From an optimization exercise on the open Yosys and OpenROAD flow, aimed at small area; shortcuts taken in it are not production practice.
Only simulation tests tie the RTL to the original design; equivalence was not proved.
Power and IR drop assume default switching activity. The flow treats the clock pin as an ideal source, which a real chip does not have.

===== flow/config.mk =====
export PLATFORM = sky130hd
export DESIGN_NAME = systolic_job_ctrl
export DESIGN_NICKNAME = systolic_job_ctrl
export VERILOG_FILES = /design/flow/design.v
export SDC_FILE = /design/flow/constraint.sdc
export NUM_CORES = 4
export LEC_CHECK = 0
export CAP_MARGIN = 20
export CORE_MARGIN = 2
export CORE_UTILIZATION = 35
export SLEW_MARGIN = 20

===== flow/constraint.sdc =====
create_clock -name core_clock -period 10.0 [get_ports {clk}]
set_input_delay 2.0000 -clock core_clock [delete_from_list [all_inputs] [get_ports {clk}]]
set_output_delay 2.0000 -clock core_clock [all_outputs]
set_load 0.01 [all_outputs]

===== flow/design.v =====
package sys_job_pkg;
    typedef logic [1:0] state_t;
    localparam state_t StLoad    = 2'b00;
    localparam state_t StFeed    = 2'b01;
    localparam state_t StCollect = 2'b11;
    localparam state_t StOut     = 2'b10;
    localparam int unsigned WDOG_MULT = 4;
endpackage
import sys_job_pkg::*;
module sys_mat_buf
#(
    parameter int unsigned WIDTH  = 16,
    parameter int unsigned N_SIZE = 5
) (
    input  logic                     clk,
    input  logic                     shift,
    input  logic [WIDTH-1:0]         wr_data,
    output logic [N_SIZE*WIDTH-1:0]  rows
);
    logic [N_SIZE*WIDTH-1:0] mem_q;
    always_ff @(posedge clk) begin
        if (shift) begin
            mem_q <= {wr_data, mem_q[N_SIZE*WIDTH-1:WIDTH]};
        end
    end
    assign rows = mem_q;
endmodule
import sys_job_pkg::*;
module systolic_job_ctrl
#(
    parameter int unsigned DATAWIDTH = 16,
    parameter int unsigned N_SIZE    = 8
) (
    input  logic                          clk,
    input  logic                          rst_n,
    input  logic                          ld_valid,
    output logic                          ld_ready,
    input  logic                          ld_sel,
    input  logic [N_SIZE*DATAWIDTH-1:0]   ld_data,
    output logic                          res_valid,
    input  logic                          res_ready,
    output logic [N_SIZE*2*DATAWIDTH-1:0] res_data,
    output logic                          res_last,
    output logic                          busy,
    output logic                          err,
    output logic                          arr_rst_n,
    output logic                          arr_valid_in,
    output logic [N_SIZE*DATAWIDTH-1:0]   arr_a,
    output logic [N_SIZE*DATAWIDTH-1:0]   arr_b,
    input  logic                          arr_valid_out,
    input  logic [N_SIZE*2*DATAWIDTH-1:0] arr_c
);
    localparam int unsigned   IW      = ((N_SIZE < 2) ? 1 : $clog2(N_SIZE));
    localparam int unsigned   RW      = N_SIZE * DATAWIDTH;
    localparam int unsigned   CRW     = N_SIZE * 2 * DATAWIDTH;
    localparam logic [IW-1:0] LastIdx = IW'(N_SIZE - 1);
    sys_job_pkg::state_t state_q, state_d;
    logic [IW-1:0] a_cnt_q, a_cnt_d;
    logic [IW-1:0] b_cnt_q, b_cnt_d;
    logic          a_full_q, a_full_d;
    logic          b_full_q, b_full_d;
    logic [IW-1:0] idx_q, idx_d;
    logic            in_load, in_feed, in_collect, in_out;
    logic            ld_fire, a_wr, b_wr, idx_step, idx_last;
    logic            b_shift, c_shift;
    logic [N_SIZE*RW-1:0] a_rows, b_rows;
    logic [N_SIZE*CRW-1:0] c_rows;
    assign in_load    = (state_q == StLoad);
    assign in_feed    = (state_q == StFeed);
    assign in_collect = (state_q == StCollect);
    assign in_out     = (state_q == StOut);
    assign ld_ready = !in_feed && !(ld_sel ? b_full_q : a_full_q);
    assign ld_fire  = ld_valid && ld_ready;
    assign a_wr     = ld_fire && !ld_sel;
    assign b_wr     = ld_fire && ld_sel;
    assign idx_step = in_feed || (in_collect && arr_valid_out) || (in_out && res_ready);
    assign idx_last = (idx_q == LastIdx);
    assign b_shift = b_wr || in_feed;
    assign c_shift = (in_collect && arr_valid_out) || (in_out && res_ready);
    assign res_valid    = in_out;
    assign res_last     = in_out && idx_last;
    assign res_data     = c_rows[CRW-1:0];
    assign busy         = !in_load;
    assign err          = 1'b0;
    assign arr_rst_n    = state_q[0];
    assign arr_valid_in = in_feed;
    assign arr_b        = b_rows[RW-1:0];
    always_comb begin
        arr_a = '0;
        for (int i = 0; i < N_SIZE; i++) begin
            for (int j = 0; j < N_SIZE; j++) begin
                if (idx_q == IW'(j)) begin
                    arr_a[i*DATAWIDTH +: DATAWIDTH] = a_rows[i*RW + j*DATAWIDTH +: DATAWIDTH];
                end
            end
        end
    end
    sys_mat_buf #(
        .WIDTH  (RW),
        .N_SIZE (N_SIZE)
    ) u_a_buf (
        .clk     (clk),
        .shift   (a_wr),
        .wr_data (ld_data),
        .rows    (a_rows)
    );
    sys_mat_buf #(
        .WIDTH  (RW),
        .N_SIZE (N_SIZE)
    ) u_b_buf (
        .clk     (clk),
        .shift   (b_shift),
        .wr_data (ld_data),
        .rows    (b_rows)
    );
    sys_mat_buf #(
        .WIDTH  (CRW),
        .N_SIZE (N_SIZE)
    ) u_c_buf (
        .clk     (clk),
        .shift   (c_shift),
        .wr_data (arr_c),
        .rows    (c_rows)
    );
    always_comb begin
        state_d  = state_q;
        a_cnt_d  = a_cnt_q;
        b_cnt_d  = b_cnt_q;
        a_full_d = a_full_q;
        b_full_d = b_full_q;
        idx_d    = idx_step ? idx_q + 1'b1 : idx_q;
        if (a_wr) begin
            a_cnt_d = a_cnt_q + 1'b1;
            if (a_cnt_q == LastIdx) a_full_d = 1'b1;
        end
        if (b_wr) begin
            b_cnt_d = b_cnt_q + 1'b1;
            if (b_cnt_q == LastIdx) b_full_d = 1'b1;
        end
        unique case (state_q)
            StLoad: begin
                if (a_full_q && b_full_q) state_d = StFeed;
            end
            StFeed: begin
                if (idx_last) begin
                    state_d  = StCollect;
                    a_full_d = 1'b0;
                    b_full_d = 1'b0;
                end
            end
            StCollect: begin
                if (arr_valid_out && idx_last) state_d = StOut;
            end
            StOut: begin
                if (res_ready && idx_last) begin
                    state_d = (a_full_q && b_full_q) ? StFeed : StLoad;
                end
            end
            default: state_d = StLoad;
        endcase
    end
    always_ff @(posedge clk or negedge rst_n) begin
        if (!rst_n) begin
            state_q  <= StLoad;
            a_cnt_q  <= '0;
            b_cnt_q  <= '0;
            a_full_q <= 1'b0;
            b_full_q <= 1'b0;
            idx_q    <= '0;
        end else begin
            state_q  <= state_d;
            a_cnt_q  <= a_cnt_d;
            b_cnt_q  <= b_cnt_d;
            a_full_q <= a_full_d;
            b_full_q <= b_full_d;
            idx_q    <= idx_d;
        end
    end
endmodule

===== flow/run.sh =====
#!/bin/bash
# synth_recipe.tcl (not shown) runs the flow's synth.tcl, then flattens the netlist and writes it again
# the make line also repeats each setting of config.mk as NAME=value (left out here)
make -C /OpenROAD-flow-scripts/flow DESIGN_CONFIG=/design/flow/config.mk WORK_HOME=/design/flow/orfs CLKGATE_MAP_FILE= SYNTH_SCRIPT=/design/flow/synth_recipe.tcl finish

==> impl_metrics.tcl, run 1 <==
set metrics [dict create \
    grt_pass1_wl_mm 401 \
    die_h_um 632 \
    power.density_nw_per_um2 308 \
    via_per_inst 4.61 \
    fp.dieW_um 632 \
    fmax_ghz 0.117 \
    drive_above_1_share_pct 10.4 \
    place.gp.congestion 0.832 \
    grt-ovfl-total 0 \
    antenna_found_initial 58 \
    synth_seq_cells 4109 \
    synthDistinctLibCells 35 \
    worstSetupPathType "flop to output port" \
    wl_per_cell_um 22.2 \
    syn_area_sq_um 138000 \
    skew_ns 0.101 \
    cts_sinks 4109 \
    fin_crit_sh_pct 85.4 \
    start_util_pct 35.1 \
    placed_area_sq_um 150000 \
    antenna_left 0 \
    postCtsSetupBuffers 0 \
    p_int_mw 35.9 \
    fp-row-count 230 \
    required_ns 8.00 \
    r2r_end "u_c_buf.mem_q[848]" \
    cts-hold-fix-buffers 0 \
    finalSetupTns_ns 0 \
    maxSlewHeadroom_pct 15.7 \
    synthTopCellsByArea "edfxtp_1 89%, buf_4 2.1%, a21oi_1 1.5%" \
    dp_hpwl_mm 181 \
    r2r_cells 4 \
    maxCapViolations 0 \
    netlist.area_leader.share_pct 89.2 \
    min_period_ns 8.54 \
    vias 59000 \
    synth_nets 6871 \
    maxSlewViolCount 0 \
    tightest_slew_ns 1.26 \
    p_sw_mw 14.6 \
    p_leak_nw 52.7 \
    reg2reg_slack_ns 6.20 \
    hold_violations 0 \
    critPathCaptureType "output port" \
    whs_endpoint "u_b_buf.mem_q[877]" \
    cts.reportedPaths.clkPinSlew_ns 0.06 \
    grt_max_degree 231 \
    root_buffer "clkbuf_16" \
    clockPowerShare_pct 29.8 \
    htreeDepth 5 \
    ys_seq_area_share_pct 89.5 \
    sequentialPowerShare_pct 50.3 \
    clockBufferDepth 4 \
    switching_share_pct 28.8 \
    first_iter_violations 6249 \
    setup_violations 0 \
    start_kind "flop" \
    yosys_warnings 3 \
    hold_path_class "flop to flop" \
    fin_area_sq_um 164000 \
    coreArea_sq_um 392000 \
    fin_nets 7631 \
    yosysTopAreaCell "edfxtp_1" \
    cp_max_fo 71 \
    status "complete, no violations" \
    fillers 33900 \
    die_area_sq_um 399000 \
    area_delta_synth_final_pct 18.7 \
    worstHoldStart "u_b_buf.mem_q[1005]" \
    finalPower_mw 50.5 \
    drc 0 \
    syn_avg_cell_area_sq_um 21.3 \
    first_pass_iters 5 \
    peakVddDrop_mv 0.386 \
    tritoncts "yes" \
    port_buffers 907 \
    critPathLaunch "idx_q[2]" \
    cts_resized 0 \
    io_pins 909 \
    critPathArrivalTime_ns 6.54 \
    grt_pass1_vias 56700 \
    timing.rr.start "state_q[0]" \
    rsz0062_at_grt "no" \
    power_frac_comb_pct 19.9 \
    whs_ns 0.340 \
    min_path_cells 0 \
    track_usage_pct 13.7 \
    finalWirelength_mm 284 \
    numCtsBuffers 411 \
    clk_latency_ns 0.99 \
    synth_cells 6471 \
]
-- power by group through the flow --
| stage | registers, mW | clock network (mW) | logic, mW |
|---|---|---|---|
| after global placement | 25.6 | 0 | 9.99 |
| final | 25.4 | 15.0 | 10.1 |
| after detailed placement | 25.8 | 0 | 10.1 |
| after CTS | 25.5 | 15.5 | 10.2 |
| after floorplan | 26.9 | 0 | 5.33 |
| after global routing | 25.7 | 16.1 | 10.7 |
-- sequential cells by signal, summed over array words and instances, names as in the netlist --
name / flops
idx_q: 3
state_q: 2
a_full_q: 1
u_a_buf.mem_q: 1024
a_cnt_q: 3
b_cnt_q: 3
u_c_buf.mem_q: 2048
u_b_buf.mem_q: 1024
b_full_q: 1
-- layout by cell type (no fill, tap or decap), types with 2 or more instances in the layout --
| master | instances |
|---|---|
| nand2_4 | 2 |
| clkbuf_1 | 76 |
| nor2b_1 | 5 |
| o31ai_1 | 128 |
| clkinv_8 | 3 |
| inv_16 | 6 |
| xnor2_1 | 3 |
| bufinv_16 | 37 |
| diode_2 | 16 |
| a31oi_1 | 120 |
| edfxtp_1 | 4096 |
| clkinv_1 | 96 |
| mux2_2 | 2 |
| o22ai_1 | 128 |
| a22o_1 | 2 |
| buf_4 | 47 |
| clkinvlp_4 | 16 |
| clkbuf_16 | 411 |
| clkdlybuf4s50_1 | 907 |
| a221oi_1 | 8 |
| nand3b_1 | 128 |
| clkinv_2 | 72 |
| inv_8 | 2 |
| inv_1 | 260 |
| o21ai_0 | 2 |
| clkinv_4 | 2 |
| nand2_1 | 265 |
| dfrtp_1 | 12 |
| a221oi_2 | 120 |
| nand2b_1 | 129 |
| a21oi_1 | 401 |
| buf_12 | 20 |
| and2_1 | 3 |
| clkinv_16 | 14 |
| ha_4 | 5 |
| inv_6 | 12 |
| ha_1 | 5 |
| buf_16 | 2 |
-- per-stage QoR --
stage | util [%] | instances | worst slack (ns)
CTS | 41.7 | 12800 | 1.36
detailed placement | 38.3 | 12000 | 2.51
global route | 41.7 | 12800 | 1.38
global placement | 38.3 | 12000 | 2.47
finish | 41.7 | 12800 | 1.46
floorplan | - | 6471 | -7.94
-- worst max-delay path: stages (launching register included) --
cell and delay (ns):
dfrtp_4 0.79, inv_4 0.89, ha_4 0.59, buf_4 0.74, buf_4 0.69, nand2_1 0.11, nand2_1 0.10, o22ai_1 0.08
a21oi_1 0.70, clkdlybuf4s50_1 0.68
-- final cells by class --
type	instances	area (sq um)	share of cell area [%]
well taps	5220	6530	3.99
diodes	16	40.0	0.0245
inverters	262	990	0.605
clock buffers	487	10600	6.46
repair buffers	976	9890	6.04
flip-flops and latches	4109	123000	75.4
clock inverters	259	2680	1.64
multi-input cells	1471	9630	5.89
-- how the worst max path moves through the flow --
stage | to | slack (ns) | depth (start not counted)
2_1_floorplan | u_a_buf.mem_q[0] | -7.94 | 3
3_3_place_gp | arr_a[52] | 2.47 | 9
3_5_place_dp | arr_a[49] | 2.51 | 9
4_1_cts | arr_a[49] | 1.36 | 9
5_1_grt | arr_a[52] | 1.38 | 9
6_report | arr_a[52] | 1.46 | 9
-- cells by family after synthesis --
kind of cell    count (synthesis)  synth area share, %
other cells                     1              0.00272
fa+ha+maj                      10               0.0908
mux                             2               0.0163
buf+inv                       891                 3.63
compound gates                916                 4.70
xor+xnor                        3               0.0191
flops                        4109                 89.5
simple gates                  539                 2.07
-- cells in the mapped netlist --
cell type	number
a32o_1	1
a22o_1	2
buf_6	16
buf_1	10
clkbuf_1	151
conb_1	1
buf_2	64
o21a_1	2
edfxtp_1	4096
dfrtp_1	13
or2_4	1
o21ai_0	2
o31ai_1	128
nand3_1	2
a211oi_1	1
nor2b_1	5
a22oi_1	1
a221oi_1	8
or2_2	1
nand2_1	268
a31o_2	1
a21oi_1	401
a41oi_1	1
nand3b_1	128
nor2_1	1
buf_4	388
ha_1	10
a221oi_2	120
a31oi_1	120
o22ai_1	128
and2_1	3
xnor2_1	3
nand2b_1	130
mux2_2	2
inv_1	262
-- per-layer routing --
metal	vias to the layer above	share of wire, %	track usage (%)
met5	-	0.039	0
met4	16	4.0	5.58
met3	515	7.1	3.14
met2	2224	48	21.9
met1	29800	41	18.1
li1	26400	-	-
==> run 2: changes to the inputs <==
--- a/flow/design.v
+++ b/flow/design.v
@@ -15,4 +15,5 @@
     input  logic                     clk,
     input  logic                     shift,
+    input  logic                     keep,
     input  logic [WIDTH-1:0]         wr_data,
     output logic [N_SIZE*WIDTH-1:0]  rows
@@ -20,7 +21,6 @@
     logic [N_SIZE*WIDTH-1:0] mem_q;
     always_ff @(posedge clk) begin
-        if (shift) begin
-            mem_q <= {wr_data, mem_q[N_SIZE*WIDTH-1:WIDTH]};
-        end
+        mem_q <= ({N_SIZE*WIDTH{shift}} & ~{wr_data, mem_q[N_SIZE*WIDTH-1:WIDTH]})
+               | ({N_SIZE*WIDTH{keep}}  & ~mem_q);
     end
     assign rows = mem_q;
@@ -61,9 +61,12 @@
     logic          b_full_q, b_full_d;
     logic [IW-1:0] idx_q, idx_d;
+    logic          ph_q;
     logic            in_load, in_feed, in_collect, in_out;
     logic            ld_fire, a_wr, b_wr, idx_step, idx_last;
-    logic            b_shift, c_shift;
-    logic [N_SIZE*RW-1:0] a_rows, b_rows;
+    logic            a_keep, b_shift, b_keep, c_shift, c_keep;
+    logic [N_SIZE*RW-1:0] b_rows;
     logic [N_SIZE*CRW-1:0] c_rows;
+    logic [RW-1:0]   ld_x, a_col;
+    logic [CRW-1:0]  arr_c_x;
     assign in_load    = (state_q == StLoad);
     assign in_feed    = (state_q == StFeed);
@@ -76,33 +79,35 @@
     assign idx_step = in_feed || (in_collect && arr_valid_out) || (in_out && res_ready);
     assign idx_last = (idx_q == LastIdx);
+    assign a_keep  = !a_wr && !in_feed && (a_full_q || (a_cnt_q != '0));
     assign b_shift = b_wr || in_feed;
+    assign b_keep  = !b_shift && (b_full_q || (b_cnt_q != '0));
     assign c_shift = (in_collect && arr_valid_out) || (in_out && res_ready);
+    assign c_keep  = state_q[1] && !c_shift;
     assign res_valid    = in_out;
     assign res_last     = in_out && idx_last;
-    assign res_data     = c_rows[CRW-1:0];
+    assign res_data     = c_rows[CRW-1:0] ^ {CRW{ph_q}};
     assign busy         = !in_load;
     assign err          = 1'b0;
     assign arr_rst_n    = state_q[0];
     assign arr_valid_in = in_feed;
-    assign arr_b        = b_rows[RW-1:0];
+    assign arr_b        = b_rows[RW-1:0] ^ {RW{ph_q}};
+    assign arr_a        = a_col ^ {RW{ph_q}};
+    assign ld_x    = ld_data ^ {RW{ph_q}};
+    assign arr_c_x = arr_c ^ {CRW{ph_q}};
+    logic [RW-1:0] a_q [N_SIZE];
+    logic [RW-1:0] a_up [N_SIZE];
+    logic [RW-1:0] a_left [N_SIZE];
     always_comb begin
-        arr_a = '0;
         for (int i = 0; i < N_SIZE; i++) begin
-            for (int j = 0; j < N_SIZE; j++) begin
-                if (idx_q == IW'(j)) begin
-                    arr_a[i*DATAWIDTH +: DATAWIDTH] = a_rows[i*RW + j*DATAWIDTH +: DATAWIDTH];
-                end
-            end
+            a_up[i]   = (i == N_SIZE - 1) ? ld_x : a_q[(i + 1) % N_SIZE];
+            a_left[i] = {{DATAWIDTH{1'b0}}, a_q[i][RW-1:DATAWIDTH]};
+            a_col[i*DATAWIDTH +: DATAWIDTH] = a_q[i][DATAWIDTH-1:0];
         end
     end
-    sys_mat_buf #(
-        .WIDTH  (RW),
-        .N_SIZE (N_SIZE)
-    ) u_a_buf (
-        .clk     (clk),
-        .shift   (a_wr),
-        .wr_data (ld_data),
-        .rows    (a_rows)
-    );
+    always_ff @(posedge clk) begin
+        for (int i = 0; i < N_SIZE; i++) begin
+            a_q[i] <= ~(({RW{a_wr}} & a_up[i]) | ({RW{in_feed}} & a_left[i]) | ({RW{a_keep}} & a_q[i]));
+        end
+    end
     sys_mat_buf #(
         .WIDTH  (RW),
@@ -111,5 +116,6 @@
         .clk     (clk),
         .shift   (b_shift),
-        .wr_data (ld_data),
+        .keep    (b_keep),
+        .wr_data (ld_x),
         .rows    (b_rows)
     );
@@ -120,5 +126,6 @@
         .clk     (clk),
         .shift   (c_shift),
-        .wr_data (arr_c),
+        .keep    (c_keep),
+        .wr_data (arr_c_x),
         .rows    (c_rows)
     );
@@ -168,4 +175,5 @@
             b_full_q <= 1'b0;
             idx_q    <= '0;
+            ph_q     <= 1'b0;
         end else begin
             state_q  <= state_d;
@@ -175,4 +183,5 @@
             b_full_q <= b_full_d;
             idx_q    <= idx_d;
+            ph_q     <= !ph_q;
         end
     end
==> flow/flow/run.sh (new file) <==
#!/bin/bash
# Own layout flow: the standard flow, with three changes:
#   - synthesis maps logic with an area-oriented ABC script (flow/area.abc) in place of ORFS's;
#     everything else in synthesis (registers, names) is the standard synthesis script
#   - ports are buffered with the smallest buffer
#   - clock tree: explicit clustering, no dummy loads
# Each tool's output stays in orfs/logs/; make's own output goes to flow_make.log here.
set -euo pipefail
W=$PWD
export MY_ABC_SCRIPT=$W/flow/area.abc
{
  echo 'proc abc {args} { set i [lsearch -exact $args -script]; if {$i >= 0} { lset args [expr {$i + 1}] $::env(MY_ABC_SCRIPT) }; yosys abc {*}$args }'
  cat "$W/synth_recipe.tcl"
} > "$W/flow_synth.tcl"
CTS="-sink_clustering_enable -repair_clock_nets -dont_use_dummy_load"
bash "$W/standard.sh" \
  "SYNTH_SCRIPT=$W/flow_synth.tcl" \
  "BUFFER_PORTS_ARGS=-buffer_cell sky130_fd_sc_hd__buf_1" \
  "CTS_ARGS=$CTS" \
  finish > "$W/flow_make.log" 2>&1
==> flow/flow/area.abc (new file) <==
strash
&get -n
&st
&dch
&nf -R 1000
&put
==> flow/standard.sh (new file) <==
#!/bin/bash
# synth_recipe.tcl (not shown) runs the flow's synth.tcl, then flattens the netlist and writes it again
# the make line also repeats each setting of config.mk as NAME=value (left out here)
make -C /OpenROAD-flow-scripts/flow DESIGN_CONFIG=/design/flow/config.mk WORK_HOME=/design/flow/orfs CLKGATE_MAP_FILE= SYNTH_SCRIPT=/design/flow/synth_recipe.tcl "${@:-finish}"
--- a/flow/config.mk
+++ b/flow/config.mk
@@ -8,4 +8,4 @@
 export CAP_MARGIN = 20
 export CORE_MARGIN = 2
-export CORE_UTILIZATION = 35
+export CORE_UTILIZATION = 55
 export SLEW_MARGIN = 20
removed: flow/run.sh
==> run 2 against run 1 <==
Compared with the run above:
- utilization grew 22 points
- clock power shrank 16%
- die area shrank 44%
- first-iteration DRC count grew 52%
- largest cell class unchanged
- clock-buffer cell count shrank 83
- combinational power grew 79%
- sequential power grew 24%
- synthesized cell count grew 42%
- synthesized area shrank 13%
- total power grew 23%
- critical endpoint is now arr_b[102]
- still clean on timing, DRC and antenna
- clock skew shrank 0.053 ns
- cell area shrank 16%
==> impl_metrics.tcl, run 2 <==
set metrics [dict create \
    status "complete, no violations" \
    cts_sinks 4110 \
    tightest_slew_ns 1.32 \
    multiInputGateArea_sq_um 37400 \
    postCtsSetupBuffers 0 \
    grt_pass1_wl_mm 431 \
    synth_seq_cells 4110 \
    hold_path_class "flop to flop" \
    seqCellArea_sq_um 82400 \
    drive_above_1_share_pct 4.76 \
    synth_top_family_by_area "compound AO/OA/AOI/OAI gates" \
    syn_area_sq_um 120000 \
    clk_latency_ns 0.94 \
    maxSlewHeadroom_pct 12.0 \
    synthTopCellsByArea "dfxtp_1 68%, o22ai_1 16%, a222oi_1 7.5%" \
    antenna_found_initial 16 \
    drc 0 \
    fin_nets 11000 \
    yosysTopAreaCell "dfxtp_1" \
    grt_max_degree 268 \
    grt_pass1_vias 78200 \
    cts.reportedPaths.clkPinSlew_ns 0.06 \
    root_buffer "clkbuf_16" \
    power.density_nw_per_um2 451 \
    cts_resized 0 \
    synth_compound_area_share_pct 24.4 \
    finalPower_mw 62.2 \
    fmax_ghz 0.165 \
    port_buffers 907 \
    synthAdderAreaFrac_pct 0.0836 \
    reg_top3 "u_c_buf.mem_q (2048), a_q (1024), u_b_buf.mem_q (1024)" \
    clockBufferDepth 4 \
    rsz0062_at_grt "no" \
    switching_share_pct 34.4 \
    first_iter_violations 9494 \
    setup_violations 0 \
    via_per_inst 6.37 \
    whs_ns 0.430 \
    first_pass_iters 17 \
    clockPowerShare_pct 20.2 \
    start_util_pct 55.2 \
    syn_avg_cell_area_sq_um 13.1 \
    setup_ws_ns 3.95 \
    p_int_mw 40.8 \
    skew_ns 0.0481 \
    min_period_ns 6.05 \
    critPathCaptureType "output port" \
    synthDistinctLibCells 26 \
    yosysMostFrequentCell "dfxtp_1" \
    mostFrequentLayoutCells "4,096 x dfxtp_1, 3,072 x o22ai_1, 907 x buf_1" \
    peakVddDrop_mv 0.403 \
    synth_xor_xnor_area_share_pct 6.58 \
    largest_reg_flops 2048 \
    maxCapViolations 0 \
    async_flop_share_pct 0.341 \
    synth_nets 9558 \
    ys_seq_area_share_pct 68.8 \
    wl_per_cell_um 20.5 \
    yosys.area_share.simple_pct 0.0878 \
    grt-ovfl-total 0 \
    dp_hpwl_mm 169 \
    yosys-top-cells-count "4,096 x dfxtp_1, 3,072 x o22ai_1, 897 x xor2_1, 896 x a222oi_1, 128 x a22oi_1" \
    yosys_warnings 6 \
    muxShareOfSynthArea_pct 0.0376 \
    synth_ff_type "dfxtp_1" \
    htreeDepth 5 \
    place.gp.congestion 0.799 \
    track_usage_pct 23.5 \
    netlist.area_leader.share_pct 68.5 \
    finalSetupTns_ns 0 \
    worstSetupPathType "flop to output port" \
    p_sw_mw 21.4 \
    sequentialPowerShare_pct 50.7 \
    synth_cells 9160 \
    fp-row-count 171 \
    layout_commonest_cell "dfxtp_1" \
    area_delta_synth_final_pct 15.3 \
    vias 85500 \
    critPathArrivalTime_ns 4.05 \
    fin_crit_sh_pct 60.5 \
    tritoncts "yes" \
    io_pins 909 \
    fp.dieW_um 471 \
    start_kind "flop" \
    finalWirelength_mm 276 \
    die_h_um 471 \
    required_ns 8.00 \
    place_ws_ns 3.83 \
    maxSlewViolCount 0 \
    top_register "u_c_buf.mem_q" \
    die_area_sq_um 221000 \
    cp_max_fo 53 \
    p_leak_nw 49.8 \
    fillers 17300 \
    numCtsBuffers 404 \
    synth_edf_count 0 \
    antenna_left 0 \
    power_frac_comb_pct 29.1 \
    coreArea_sq_um 217000 \
    hold_violations 0 \
    cts-hold-fix-buffers 0 \
]
## run 2: power by group through the flow
stage / registers [mW] / clock network [mW] / logic [mW]
global route: 32.6 / 13.5 / 20.1
finish: 31.6 / 12.6 / 18.1
CTS: 31.5 / 12.9 / 18.1
detailed placement: 31.8 / 0 / 18.0
global placement: 31.5 / 0 / 17.3
floorplan: 33.1 / 0 / 19.4
## run 2: logic make-up (layout without fill, tap and decap cells)
group           after synthesis  in the layout
flops                      4110           4110
simple gates                 21             21
buf+inv                       6           1406
mux                           4              4
xor+xnor                    899            899
other cells                   1             13
fa+ha+maj                     8              8
compound gates             4111           4111
## run 2: final timing paths
path / slack [ns] / cells past startpoint / start / to
worst max-delay path: 3.95 / 4 / ph_q / arr_b[102]
min in group asynchronous: 1.15 / 1 / rst_n / b_cnt_q[0]
worst min-delay path: 0.43 / 1 / u_b_buf.mem_q[466] / u_b_buf.mem_q[338]
worst max register to register: 4.98 / 9 / state_q[1] / u_b_buf.mem_q[212]
worst min register to register: 0.43 / 1 / u_b_buf.mem_q[466] / u_b_buf.mem_q[338]
max in group asynchronous: 8.20 / 1 / rst_n / ph_q
## run 2: final cells by class
cell class              count  area share [%]
clock buffers             404            7.32
repair buffers            997            3.27
inverters                   5          0.0136
diodes                     12          0.0218
flip-flops and latches   4110            59.7
well taps                2854            2.59
multi-input cells        5044            27.1
## run 2: metrics by stage
stage | util, % | instance area (sq um) | std cells
floorplan | - | 120000 | 9160
global placement | 59.0 | 128000 | 13000
detailed placement | 59.0 | 128000 | 13000
CTS | 63.6 | 138000 | 13400
global route | 63.7 | 138000 | 13400
finish | 63.7 | 138000 | 13400
## run 2: critical path: stages (launching register included)
cell and delay [ns]:
dfrtp_4 0.92, buf_4 0.85, buf_4 0.71, xor2_1 0.28, buf_1 0.20
## run 2: per-layer routing
layer | share of wire, % | vias to the layer above | track usage, %
met3 | 5.1 | 494 | 4.02
li1 | - | 41200 | -
met4 | 3.7 | 10 | 9.37
met5 | 0.021 | - | 0
met1 | 46 | 41900 | 33.1
met2 | 45 | 1913 | 35.9
==> run 3: changes to the inputs <==
--- a/flow/flow/run.sh
+++ b/flow/flow/run.sh
@@ -13,5 +13,5 @@
   cat "$W/synth_recipe.tcl"
 } > "$W/flow_synth.tcl"
-CTS="-sink_clustering_enable -repair_clock_nets -dont_use_dummy_load"
+CTS="-sink_clustering_enable -repair_clock_nets -dont_use_dummy_load -sink_clustering_size 30 -sink_clustering_max_diameter 100 -buf_list sky130_fd_sc_hd__clkbuf_16"
 bash "$W/standard.sh" \
   "SYNTH_SCRIPT=$W/flow_synth.tcl" \
==> run 3 against run 2 <==
Compared with the run above:
- still clean
- critical path depth unchanged
- via count shrank 2.0%
- sequential share of layout area up 2.8 points
- total power decreased by 8.5%
- clock-buffer cell count is 250 lower
- synthesized area is the same
- sequential power hardly changed
- critical path type unchanged
==> impl_metrics.tcl, run 3 <==
set metrics [dict create \
    start_util_pct 55.2 \
    mostFrequentLayoutCells "4,096 x dfxtp_1, 3,072 x o22ai_1, 907 x buf_1" \
    reg_top3 "u_c_buf.mem_q (2048), a_q (1024), u_b_buf.mem_q (1024)" \
    root_buffer "clkbuf_16" \
    wl_met2_mm 122 \
    htreeDepth 4 \
    synth_edf_count 0 \
    synth_nets 9558 \
    status "complete, no violations" \
    fin_crit_sh_pct 59.8 \
    async_flop_share_pct 0.341 \
    ys_seq_area_share_pct 68.8 \
    cts_sinks 4110 \
    critPathCaptureType "output port" \
    cts-hold-fix-buffers 0 \
    cts_resized 0 \
    peakVddDrop_mv 0.402 \
    yosys-top-cells-count "4,096 x dfxtp_1, 3,072 x o22ai_1, 897 x xor2_1, 896 x a222oi_1, 128 x a22oi_1" \
    worstSetupPathType "flop to output port" \
    path_cells "buf_4, buf_4, xor2_1, buf_1" \
    area_delta_synth_final_pct 10.0 \
    highest_layer "met5" \
    dp_hpwl_mm 169 \
    power.density_nw_per_um2 432 \
    finalWirelength_mm 269 \
    antenna_found_initial 14 \
    dr_wl_met3_mm 12.5 \
    crit_slowest_cell "dfrtp_4" \
    p_leak_nw 46.7 \
    wl_per_cell_um 20.4 \
    yosysMostFrequentCell "dfxtp_1" \
    cp_max_fo 53 \
    fin_nets 10700 \
    grt_pass1_vias 75200 \
    fmax_ghz 0.167 \
    drc 0 \
    required_ns 8.00 \
    fp.dieW_um 471 \
    place.gp.congestion 0.799 \
    setup_ws_ns 4.02 \
    start_kind "flop" \
    slowest_delay_ns 0.94 \
    grt_pass1_wl_mm 419 \
    layout_commonest_cell "dfxtp_1" \
    syn_area_sq_um 120000 \
    tritoncts "yes" \
    place_ws_ns 3.83 \
    track_usage_pct 22.8 \
    finalPower_mw 56.9 \
    yosys_warnings 6 \
    first_pass_iters 15 \
    tightest_slew_ns 1.27 \
    postCtsSetupBuffers 0 \
    first_iter_violations 9757 \
    min_period_ns 5.98 \
    numCtsBuffers 154 \
    syn_avg_cell_area_sq_um 13.1 \
    yosysTopAreaCell "dfxtp_1" \
    synth_cells 9160 \
    skew_ns 0.0364 \
    die_area_sq_um 221000 \
    finalSetupTns_ns 0 \
    die_h_um 471 \
    antenna_left 0 \
    clockBufferDepth 3 \
    cts.reportedPaths.clkPinSlew_ns 0.11 \
    crit_top_cell "buf_4" \
    netlist.area_leader.share_pct 68.5 \
    port_buffers 907 \
    drive_above_1_share_pct 2.45 \
    largest_reg_flops 2048 \
    vias 83900 \
    grt-ovfl-total 0 \
    maxSlewViolCount 0 \
    fp-row-count 171 \
    via_per_inst 6.37 \
    clk_latency_ns 0.84 \
    io_pins 909 \
    setup_violations 0 \
    fin_util_pct 60.8 \
    maxSlewHeadroom_pct 15.5 \
    grt_max_degree 268 \
    synth_seq_cells 4110 \
    synthDistinctLibCells 26 \
    synth_ff_type "dfxtp_1" \
    hold_path_class "flop to flop" \
    fillers 18000 \
    hold_violations 0 \
    maxCapViolations 0 \
    rsz0062_at_grt "no" \
    critPathArrivalTime_ns 3.98 \
    top_register "u_c_buf.mem_q" \
    met1Wirelength_mm 126 \
    synthTopCellsByArea "dfxtp_1 68%, o22ai_1 16%, a222oi_1 7.5%" \
    coreArea_sq_um 217000 \
]
## run 3: metrics by stage
step / instances / instance area (sq um) / hold slack, ns
after CTS: 13200 / 132000 / 0.426
after floorplan: 9160 / 120000 / 0.412
final: 13200 / 132000 / 0.438
after global routing: 13200 / 132000 / 0.445
after global placement: 13000 / 128000 / 0.418
after detailed placement: 13000 / 128000 / 0.427
## run 3: logic make-up after synthesis
| logic type | count (synthesis) | synth area share (%) |
|---|---|---|
| fa+ha+maj | 8 | 0.0836 |
| other cells | 1 | 0.00313 |
| mux | 4 | 0.0376 |
| buf+inv | 6 | 0.0219 |
| flops | 4110 | 68.8 |
| simple gates | 21 | 0.0878 |
| xor+xnor | 899 | 6.58 |
| compound gates | 4111 | 24.4 |
## run 3: final timing paths
path / start / to / slack, ns / cells after the start
max: ph_q / arr_a[28] / 4.02 / 4
min: u_b_buf.mem_q[694] / u_b_buf.mem_q[566] / 0.44 / 1
max reg2reg: state_q[1] / u_b_buf.mem_q[248] / 4.95 / 9
min reg2reg: u_b_buf.mem_q[694] / u_b_buf.mem_q[566] / 0.44 / 1
max in group asynchronous: rst_n / ph_q / 8.13 / 1
min in group asynchronous: rst_n / state_q[1] / 1.25 / 1
## run 3: worst max-delay path, delay by kind of cell (launching register included)
family                    cells  cell delay [ns]
xor gates and xnor gates      1             0.32
buffers and inverters         3             1.76
DFF                           1             0.94
## run 3: area by class of cell
cell class / count / area [sq um] / share of cell area [%]
multi-input combinational: 5044 / 37400 / 28.4
antenna: 9 / 22.5 / 0.0171
clock buffer: 154 / 3850 / 2.92
tap: 2854 / 3570 / 2.71
timing repair buffer: 997 / 4520 / 3.43
sequential: 4110 / 82400 / 62.5
inverter: 5 / 18.8 / 0.0142
## run 3: power breakdown
part,switching (mW),internal (mW),total [mW],leakage [nW]
clock,4.62,2.79,7.42,1.90
sequential,5.63,25.8,31.4,34.7
combinational,10.2,7.85,18.0,10.1
total,20.4,36.5,56.9,46.7
## run 3: per-layer routing
metal,track usage [%],vias to the layer above
met5,0,-
met4,7.93,10
met3,3.38,311
met2,35.0,1734
met1,32.9,41100
li1,-,40700
==> run 4: changes to the inputs <==
--- a/flow/design.v
+++ b/flow/design.v
@@ -17,12 +17,13 @@
     input  logic                     keep,
     input  logic [WIDTH-1:0]         wr_data,
-    output logic [N_SIZE*WIDTH-1:0]  rows
+    output logic [WIDTH-1:0]         head
 );
-    logic [N_SIZE*WIDTH-1:0] mem_q;
+    localparam int unsigned SW = WIDTH + 1;
+    logic [N_SIZE*SW-1:0] mem_q;
     always_ff @(posedge clk) begin
-        mem_q <= ({N_SIZE*WIDTH{shift}} & ~{wr_data, mem_q[N_SIZE*WIDTH-1:WIDTH]})
-               | ({N_SIZE*WIDTH{keep}}  & ~mem_q);
+        mem_q <= ({N_SIZE*SW{shift}} & ~{1'b0, wr_data, mem_q[N_SIZE*SW-1:SW]})
+               | ({N_SIZE*SW{keep}}  & ~mem_q);
     end
-    assign rows = mem_q;
+    assign head = mem_q[WIDTH-1:0] ^ {WIDTH{mem_q[WIDTH]}};
 endmodule
 import sys_job_pkg::*;
@@ -61,12 +62,7 @@
     logic          b_full_q, b_full_d;
     logic [IW-1:0] idx_q, idx_d;
-    logic          ph_q;
     logic            in_load, in_feed, in_collect, in_out;
     logic            ld_fire, a_wr, b_wr, idx_step, idx_last;
     logic            a_keep, b_shift, b_keep, c_shift, c_keep;
-    logic [N_SIZE*RW-1:0] b_rows;
-    logic [N_SIZE*CRW-1:0] c_rows;
-    logic [RW-1:0]   ld_x, a_col;
-    logic [CRW-1:0]  arr_c_x;
     assign in_load    = (state_q == StLoad);
     assign in_feed    = (state_q == StFeed);
@@ -86,26 +82,22 @@
     assign res_valid    = in_out;
     assign res_last     = in_out && idx_last;
-    assign res_data     = c_rows[CRW-1:0] ^ {CRW{ph_q}};
     assign busy         = !in_load;
     assign err          = 1'b0;
     assign arr_rst_n    = state_q[0];
     assign arr_valid_in = in_feed;
-    assign arr_b        = b_rows[RW-1:0] ^ {RW{ph_q}};
-    assign arr_a        = a_col ^ {RW{ph_q}};
-    assign ld_x    = ld_data ^ {RW{ph_q}};
-    assign arr_c_x = arr_c ^ {CRW{ph_q}};
-    logic [RW-1:0] a_q [N_SIZE];
-    logic [RW-1:0] a_up [N_SIZE];
-    logic [RW-1:0] a_left [N_SIZE];
+    logic [RW:0] a_q [N_SIZE];
+    logic [RW:0] a_up [N_SIZE];
+    logic [RW:0] a_left [N_SIZE];
     always_comb begin
         for (int i = 0; i < N_SIZE; i++) begin
-            a_up[i]   = (i == N_SIZE - 1) ? ld_x : a_q[(i + 1) % N_SIZE];
-            a_left[i] = {{DATAWIDTH{1'b0}}, a_q[i][RW-1:DATAWIDTH]};
-            a_col[i*DATAWIDTH +: DATAWIDTH] = a_q[i][DATAWIDTH-1:0];
+            a_up[i]   = (i == N_SIZE - 1) ? {1'b0, ld_data} : a_q[(i + 1) % N_SIZE];
+            a_left[i] = {a_q[i][RW], {DATAWIDTH{1'b0}}, a_q[i][RW-1:DATAWIDTH]};
+            arr_a[i*DATAWIDTH +: DATAWIDTH] = a_q[i][DATAWIDTH-1:0] ^ {DATAWIDTH{a_q[i][RW]}};
         end
     end
     always_ff @(posedge clk) begin
         for (int i = 0; i < N_SIZE; i++) begin
-            a_q[i] <= ~(({RW{a_wr}} & a_up[i]) | ({RW{in_feed}} & a_left[i]) | ({RW{a_keep}} & a_q[i]));
+            a_q[i] <= ~(({(RW+1){a_wr}} & a_up[i]) | ({(RW+1){in_feed}} & a_left[i])
+                      | ({(RW+1){a_keep}} & a_q[i]));
         end
     end
@@ -117,6 +109,6 @@
         .shift   (b_shift),
         .keep    (b_keep),
-        .wr_data (ld_x),
-        .rows    (b_rows)
+        .wr_data (ld_data),
+        .head    (arr_b)
     );
     sys_mat_buf #(
@@ -127,6 +119,6 @@
         .shift   (c_shift),
         .keep    (c_keep),
-        .wr_data (arr_c_x),
-        .rows    (c_rows)
+        .wr_data (arr_c),
+        .head    (res_data)
     );
     always_comb begin
@@ -175,5 +167,4 @@
             b_full_q <= 1'b0;
             idx_q    <= '0;
-            ph_q     <= 1'b0;
         end else begin
             state_q  <= state_d;
@@ -183,5 +174,4 @@
             b_full_q <= b_full_d;
             idx_q    <= idx_d;
-            ph_q     <= !ph_q;
         end
     end
--- a/flow/flow/run.sh
+++ b/flow/flow/run.sh
@@ -13,5 +13,5 @@
   cat "$W/synth_recipe.tcl"
 } > "$W/flow_synth.tcl"
-CTS="-sink_clustering_enable -repair_clock_nets -dont_use_dummy_load -sink_clustering_size 30 -sink_clustering_max_diameter 100 -buf_list sky130_fd_sc_hd__clkbuf_16"
+CTS="-sink_clustering_enable -repair_clock_nets -dont_use_dummy_load -sink_clustering_size 26 -sink_clustering_max_diameter 100 -buf_list sky130_fd_sc_hd__clkbuf_16"
 bash "$W/standard.sh" \
   "SYNTH_SCRIPT=$W/flow_synth.tcl" \
--- a/flow/config.mk
+++ b/flow/config.mk
@@ -8,4 +8,4 @@
 export CAP_MARGIN = 20
 export CORE_MARGIN = 2
-export CORE_UTILIZATION = 55
+export CORE_UTILIZATION = 38
 export SLEW_MARGIN = 20
==> run 4 against run 3 <==
Compared with the run above:
- highest routed layer unchanged
- global-route usage is 6.2 points lower
- critical path depth is 1 lower
- synthesized cell count is 3.7% lower
- sequential share of layout area is 0.56 points higher
- still clean
- non-clock buffer count is 4 lower
==> impl_metrics.tcl, run 4 <==
set metrics [dict create \
    postCtsSetupBuffers 0 \
    layout_commonest_cell "dfxtp_1" \
    largest_reg_flops 2056 \
    r2r_cells 8 \
    first_iter_violations 10100 \
    yosysTopAreaCell "dfxtp_1" \
    hold_path_class "flop to flop" \
    coreArea_sq_um 306000 \
    cts.reportedPaths.clkPinSlew_ns 0.10 \
    reg_top3 "u_c_buf.mem_q (2056), a_q (1032), u_b_buf.mem_q (1032)" \
    synth_seq_cells 4133 \
    yosysMostFrequentCell "dfxtp_1" \
    area_delta_synth_final_pct 12.3 \
    dp_hpwl_mm 175 \
    die_h_um 559 \
    fin_crit_sh_pct 54.5 \
    cts_sinks 4133 \
    antenna_found_initial 44 \
    whs_endpoint "u_c_buf.mem_q[482]" \
    synth_nets 9221 \
    path_cells "buf_12, xor2_1, buf_1" \
    min_path_cells 1 \
    skew_ns 0.115 \
    setup_violations 0 \
    wl_met2_mm 128 \
    tritoncts "yes" \
    r2r_end "a_q[4][126]" \
    setup_ws_ns 4.55 \
    maxSlewViolCount 0 \
    slowest_delay_ns 0.98 \
    fp.dieW_um 559 \
    antenna_left 0 \
    timing.rr.start "state_q[1]" \
    power.density_nw_per_um2 454 \
    maxSlewHeadroom_pct 18.2 \
    async_flop_share_pct 0.315 \
    finalSetupTns_ns 0 \
    placed_cells 13900 \
    grt-ovfl-total 0 \
    instances_no_fill 14100 \
    place.gp.congestion 0.782 \
    wl_per_cell_um 20.1 \
    synthDistinctLibCells 25 \
    whs_ns 0.373 \
    worstHoldStart "u_c_buf.mem_q[739]" \
    place_ws_ns 4.05 \
    muxShareOfSynthArea_pct 0.0385 \
    track_usage_pct 16.7 \
    yosys-top-cells-count "4,120 x dfxtp_1, 3,086 x o22ai_1, 896 x a222oi_1, 513 x xor2_1, 135 x a22oi_1" \
    fp-row-count 203 \
    ys_seq_area_share_pct 70.8 \
    io_pins 909 \
    reg2reg_slack_ns 5.09 \
    critPathCaptureType "output port" \
    yosys.area_share.simple_pct 0.0898 \
    die_area_sq_um 312000 \
    min_period_ns 5.45 \
    yosys_warnings 6 \
    synthTopCellsByArea "dfxtp_1 71%, o22ai_1 17%, a222oi_1 7.7%" \
    synth_compound_area_share_pct 25.1 \
    grt_pass1_wl_mm 428 \
    port_buffers 907 \
    synthAdderAreaFrac_pct 0.0856 \
    fmax_ghz 0.183 \
    crit_slowest_cell "dfxtp_4" \
    p_leak_nw 47.5 \
    grt_max_degree 266 \
    root_buffer "clkbuf_16" \
    start_kind "flop" \
    mostFrequentLayoutCells "4,110 x dfxtp_1, 3,086 x o22ai_1, 907 x buf_1" \
    synth_cells 8823 \
    synth_edf_count 0 \
    numCtsBuffers 185 \
    status "complete, no violations" \
    cts_resized 0 \
    dr_wl_met3_mm 15.1 \
    worstSetupPathType "flop to output port" \
    critPathArrivalTime_ns 3.45 \
    via_per_inst 5.84 \
    hold_violations 0 \
    synth_xor_xnor_area_share_pct 3.86 \
    vias 82400 \
    first_pass_iters 22 \
    required_ns 8.00 \
    highest_layer "met5" \
    peakVddDrop_mv 0.366 \
    met1Wirelength_mm 130 \
    drive_above_1_share_pct 2.90 \
    grt_pass1_vias 75000 \
    htreeDepth 4 \
    finalWirelength_mm 284 \
    synth_ff_type "dfxtp_1" \
    critical_path_buf_inv_count 2 \
    clk_latency_ns 0.85 \
    synth_top_family_by_area "compound AO/OA/AOI/OAI gates" \
    start_util_pct 38.2 \
    drc 0 \
    tightest_slew_ns 1.23 \
    syn_avg_cell_area_sq_um 13.3 \
    clockBufferDepth 4 \
    syn_area_sq_um 117000 \
    rsz0062_at_grt "no" \
    crit_family "flip-flops" \
    maxCapViolations 0 \
    cts-hold-fix-buffers 0 \
    fillers 28500 \
    fin_nets 10400 \
    cp_max_fo 97 \
    netlist.area_leader.share_pct 70.5 \
    top_register "u_c_buf.mem_q" \
]
-- run 4: changes by cell type in the layout (fill, tap and decap cells not counted), sizes merged, moves of 2 or more --
cell and delta:
a21oi -2, o22ai +14, clkbuf +31, xor2 -384, buf -4, nand2 +2, o21ai +3, diode +7
dfxtp +24, a22oi +7
-- run 4: routing by layer --
layer	GRT usage [%]	vias up
met5	0	-
met4	6.22	30
li1	-	39800
met2	26.0	1822
met3	2.73	389
met1	23.2	40400
-- run 4: worst reg2reg max path, delay by kind of cell (launching register included) --
family	cells	cell delay (ns)
and+or+nand+nor	2	0.50
buffers and inverters	5	3.33
AOI/OAI and AO/OA	1	0.27
DFF	1	0.66
-- run 4: cell type report --
type,instances,area [sq um],share of cell area (%)
antenna,16,40.0,0.0305
tap,4100,5130,3.91
inverter,5,23.8,0.0181
timing repair buffer,993,4480,3.41
multi-input combinational,4684,34200,26.0
clock buffer,185,4630,3.52
sequential,4133,82800,63.1
-- run 4: kinds of logic after synthesis --
group           Yosys count
flops                  4133
mux                       4
compound gates         4134
other cells               1
buf+inv                   6
xor+xnor                515
simple gates             22
fa+ha+maj                 8
-- run 4: stage by stage --
step | utilization [%] | total power, mW | instance area (sq um)
floorplan | - | 51.1 | 117000
global placement | 41.4 | 50.8 | 127000
detailed placement | 41.4 | 51.8 | 127000
CTS | 42.9 | 60.0 | 131000
global route | 42.9 | 63.6 | 131000
finish | 42.9 | 59.6 | 131000
-- run 4: where the power goes --
| group | switching, mW | internal (mW) |
|---|---|---|
| Clock | 4.85 | 3.32 |
| Combinational | 11.7 | 8.00 |
| Sequential | 5.81 | 25.9 |
-- run 4: worst max-delay path by stage --
| stage | start | endpoint | slack, ns | cells past startpoint |
|---|---|---|---|---|
| finish | u_c_buf.mem_q[256] | res_data[45] | 4.55 | 3 |
| global route | u_c_buf.mem_q[256] | res_data[45] | 4.38 | 3 |
| CTS | u_c_buf.mem_q[256] | res_data[45] | 4.39 | 3 |
| detailed placement | ld_sel | a_q[4][126] | 4.05 | 7 |
| global placement | ld_sel | a_q[7][126] | 4.09 | 7 |
| floorplan | state_q[0] | a_q[0][0] | -923.54 | 5 |
==> run 5: changes to the inputs <==
--- a/flow/flow/run.sh
+++ b/flow/flow/run.sh
@@ -5,13 +5,15 @@
 #   - ports are buffered with the smallest buffer
 #   - clock tree: explicit clustering, no dummy loads
+#   - the resizer caps fanout (flow/fanout.tcl) when it buffers high-fanout nets
 # Each tool's output stays in orfs/logs/; make's own output goes to flow_make.log here.
 set -euo pipefail
 W=$PWD
 export MY_ABC_SCRIPT=$W/flow/area.abc
+export PRE_RESIZE_TCL=$W/flow/fanout.tcl
 {
   echo 'proc abc {args} { set i [lsearch -exact $args -script]; if {$i >= 0} { lset args [expr {$i + 1}] $::env(MY_ABC_SCRIPT) }; yosys abc {*}$args }'
   cat "$W/synth_recipe.tcl"
 } > "$W/flow_synth.tcl"
-CTS="-sink_clustering_enable -repair_clock_nets -dont_use_dummy_load -sink_clustering_size 26 -sink_clustering_max_diameter 100 -buf_list sky130_fd_sc_hd__clkbuf_16"
+CTS="-sink_clustering_enable -repair_clock_nets -dont_use_dummy_load -sink_clustering_size 30 -sink_clustering_max_diameter 100 -buf_list sky130_fd_sc_hd__clkbuf_16"
 bash "$W/standard.sh" \
   "SYNTH_SCRIPT=$W/flow_synth.tcl" \
==> flow/flow/fanout.tcl (new file) <==
# Cap fanout before the resizer buffers high-fanout nets, so that no routed net is huge.
set_max_fanout 48 [current_design]
--- a/flow/config.mk
+++ b/flow/config.mk
@@ -8,4 +8,4 @@
 export CAP_MARGIN = 20
 export CORE_MARGIN = 2
-export CORE_UTILIZATION = 38
+export CORE_UTILIZATION = 45
 export SLEW_MARGIN = 20
==> run 5 against run 4 <==
Compared with the run above:
- first-iteration DRC count shrank 1.9%
- combinational power grew 3%
- register-to-register slack lost 1.7 ns
- utilization grew 7.7 points
- cell area shrank 0.28%
- clock skew shrank 0.0048 ns
- cell count shrank 3.6%
- wire length grew 2.0%
- critical endpoint is now u_c_buf.mem_q[1172]
==> impl_metrics.tcl, run 5 <==
set metrics [dict create \
    status "complete, no violations" \
    fillers 22900 \
    peakVddDrop_mv 0.330 \
    reg2reg_slack_ns 3.40 \
    first_pass_iters 17 \
    clk_latency_ns 0.84 \
    syn_area_sq_um 117000 \
    critPathLaunch "arr_valid_out" \
    fin_util_pct 50.6 \
    critPathArrivalTime_ns 7.95 \
    rsz0062_at_grt "no" \
    place_ws_ns 1.84 \
    critPathCaptureType "flop" \
    die_h_um 514 \
    critical_path_buf_inv_count 9 \
    finalWirelength_mm 289 \
    yosysTopAreaCell "dfxtp_1" \
    postCtsSetupBuffers 0 \
    cts_resized 0 \
    worst-path-stages 12 \
    numCtsBuffers 161 \
    antenna_found_initial 55 \
    wl_per_cell_um 21.3 \
    ys_seq_area_share_pct 70.8 \
    fin_crit_sh_pct 72.4 \
    crit_slowest_cell "clkdlybuf4s50_1" \
    fp-row-count 187 \
    power.density_nw_per_um2 455 \
    path_cells "buf_1, and3_1, a21oi_4, buf_12, clkdlybuf4s50_1, buf_2, buf_4, buf_2, buf_12, clkdlybuf4s50_1, buf_2, o22ai_1" \
    finalPower_mw 59.6 \
    cts_sinks 4133 \
    cp_max_fo 48 \
    synth_ff_type "dfxtp_1" \
    synth_nets 9221 \
    min_path_cells 1 \
    synth_cells 8823 \
    async_flop_share_pct 0.315 \
    placed_cells 13400 \
    maxSlewHeadroom_pct 26.3 \
    top_register "u_c_buf.mem_q" \
    synthDistinctLibCells 25 \
    via_per_inst 6.16 \
    synth_edf_count 0 \
    first_iter_violations 9865 \
    dp_hpwl_mm 189 \
    netlist.area_leader.share_pct 70.5 \
    min_period_ns 7.24 \
    largest_reg_flops 2056 \
    start_kind "input pin" \
    root_buffer "clkbuf_16" \
    htreeDepth 4 \
    skew_ns 0.110 \
    setup_violations 0 \
    reg_top3 "u_c_buf.mem_q (2056), a_q (1032), u_b_buf.mem_q (1032)" \
    crit_family "buffers and inverters" \
    worstSetupPathType "input pin to flop" \
    cts.reportedPaths.clkPinSlew_ns 0.11 \
    tightest_slew_ns 1.10 \
    tritoncts "yes" \
    drive_above_1_share_pct 4.44 \
    instances_no_fill 13600 \
    r2r_cells 11 \
    grt_pass1_vias 76200 \
    io_pins 909 \
    required_ns 10.71 \
    p_leak_nw 48.0 \
    r2r_end "u_c_buf.mem_q[1172]" \
    synthTopCellsByArea "dfxtp_1 71%, o22ai_1 17%, a222oi_1 7.7%" \
    finalSetupTns_ns 0 \
    fp.dieW_um 514 \
    vias 83900 \
    cts-hold-fix-buffers 0 \
    yosysMostFrequentCell "dfxtp_1" \
    slowest_delay_ns 1.15 \
    grt_max_degree 49 \
    synth_seq_cells 4133 \
    fin_nets 10600 \
    multiInputGateArea_sq_um 34200 \
    antenna_left 0 \
    start_util_pct 45.2 \
    drc 0 \
    track_usage_pct 20.4 \
    clockBufferDepth 3 \
    cp-endpoint "u_c_buf.mem_q[1172]" \
    port_buffers 907 \
    coreArea_sq_um 259000 \
    hold_path_class "flop to flop" \
    grt-ovfl-total 0 \
    hold_violations 0 \
    maxSlewViolCount 0 \
    timing.rr.start "state_q[1]" \
    fmax_ghz 0.138 \
    area_delta_synth_final_pct 12.0 \
    die_area_sq_um 264000 \
    place.gp.congestion 0.780 \
    layout_commonest_cell "dfxtp_1" \
    syn_avg_cell_area_sq_um 13.3 \
    setup_ws_ns 2.76 \
    yosys_warnings 6 \
    mostFrequentLayoutCells "4,110 x dfxtp_1, 3,086 x o22ai_1, 907 x buf_1" \
    grt_pass1_wl_mm 439 \
    crit_top_cell "buf_2" \
    yosys-top-cells-count "4,120 x dfxtp_1, 3,086 x o22ai_1, 896 x a222oi_1, 513 x xor2_1, 135 x a22oi_1" \
    seqCellArea_sq_um 82800 \
    maxCapViolations 0 \
]
==> run 5: cell counts after synthesis <==
Identical to the previous run, type by type.
==> run 5: how the worst min path moves through the flow <==
stage / startpoint / slack (ns) / endpoint
2_1_floorplan: u_b_buf.mem_q[1000] / 0.41 / u_b_buf.mem_q[1000]
3_3_place_gp: u_b_buf.mem_q[1001] / 0.42 / u_b_buf.mem_q[1001]
3_5_place_dp: u_b_buf.mem_q[768] / 0.43 / u_b_buf.mem_q[768]
4_1_cts: u_b_buf.mem_q[778] / 0.40 / u_b_buf.mem_q[649]
5_1_grt: a_q[0][33] / 0.41 / a_q[0][17]
6_report: a_q[0][33] / 0.40 / a_q[0][17]
==> run 5: cells by family after synthesis <==
| logic type | Yosys count | synth area share, % |
|---|---|---|
| flops | 4133 | 70.8 |
| compound gates | 4134 | 25.1 |
| xor+xnor | 515 | 3.86 |
| other cells | 1 | 0.00321 |
| mux | 4 | 0.0385 |
| buf+inv | 6 | 0.0225 |
| simple gates | 22 | 0.0898 |
| fa+ha+maj | 8 | 0.0856 |
==> run 5: cell type report <==
class	instances	share of cell area [%]
Clock buffer	161	3.08
Sequential cell	4133	63.3
Tap cell	3402	3.25
Timing Repair Buffer	1196	4.23
Multi-Input combinational cell	4684	26.1
Antenna cell	27	0.0516
Inverter	5	0.0182
==> run 5: worst register-to-register path, stage by stage, from the launching register on <==
cell and delay, ns:
dfrtp_1 0.52, nor2b_1 0.25, a21oi_4 0.37, buf_12 0.15, clkdlybuf4s50_1 1.15, buf_2 0.80
buf_4 0.26, buf_2 0.63, buf_12 0.25, clkdlybuf4s50_1 1.12, buf_2 0.80, o22ai_1 0.19
==> run 5: routing by layer <==
metal	routed length [um]	up-vias	track usage, %
li1	-	40100	-
met1	133000	41400	28.7
met2	130000	1923	31.6
met3	17500	342	4.18
met4	8370	38	6.22
met5	246	-	0
==> run 5: through the flow <==
stage | area, sq um | hold slack, ns
2_1_floorplan | 117000 | 0.412
3_3_place_gp | 126000 | 0.417
3_5_place_dp | 127000 | 0.427
4_1_cts | 131000 | 0.397
5_1_grt | 131000 | 0.414
6_report | 131000 | 0.399
==> run 5: report_power, final <==
group          leakage (nW)  total, mW  internal [mW]  switching, mW
clock network          1.98       7.65           2.91           4.74
logic                  11.1       20.2           8.23           12.0
registers              34.9       31.8           25.9           5.87

[separate check: timing with driven ports]
No port has a modelled driver above. Below, the same layouts with a new extraction and two added sets of constraints.
Step 1 sets driving cells, clkbuf_16 on the clock port and buf_2 on the other inputs (assumed; they add their load-dependent delay and slew).
Step 2 adds t to the input delays and takes it off the output delays; t is the mean of the earliest and latest rising clock arrival at the registers after step 1. Input paths then give back, and output paths get back, about the clock's delay inside the block.
Three values: no drivers, after step 1, after step 2; two values: the first two.
| run | t (ns) | setup slack, ns | worst data-port slew with drivers (ns) |
|---|---|---|---|
| run 1 | 1.042 | 1.456 / 1.352 / 2.394 | 0.24 |
| run 2 | 1.012 | 3.948 / 3.855 / 3.663 | 0.17 |
| run 3 | 0.912 | 4.023 / 3.929 / 3.672 | 0.15 |
| run 4 | 0.928 | 4.549 / 4.447 / 4.044 | 0.19 |
| run 5 | 0.894 | 2.763 / 2.838 / 1.944 | 0.20 |
After both steps setup and hold are still met in every run listed. The setup slack of run 5, which loses most, moves by +0.075 ns with the drivers and by -0.819 ns with both steps.
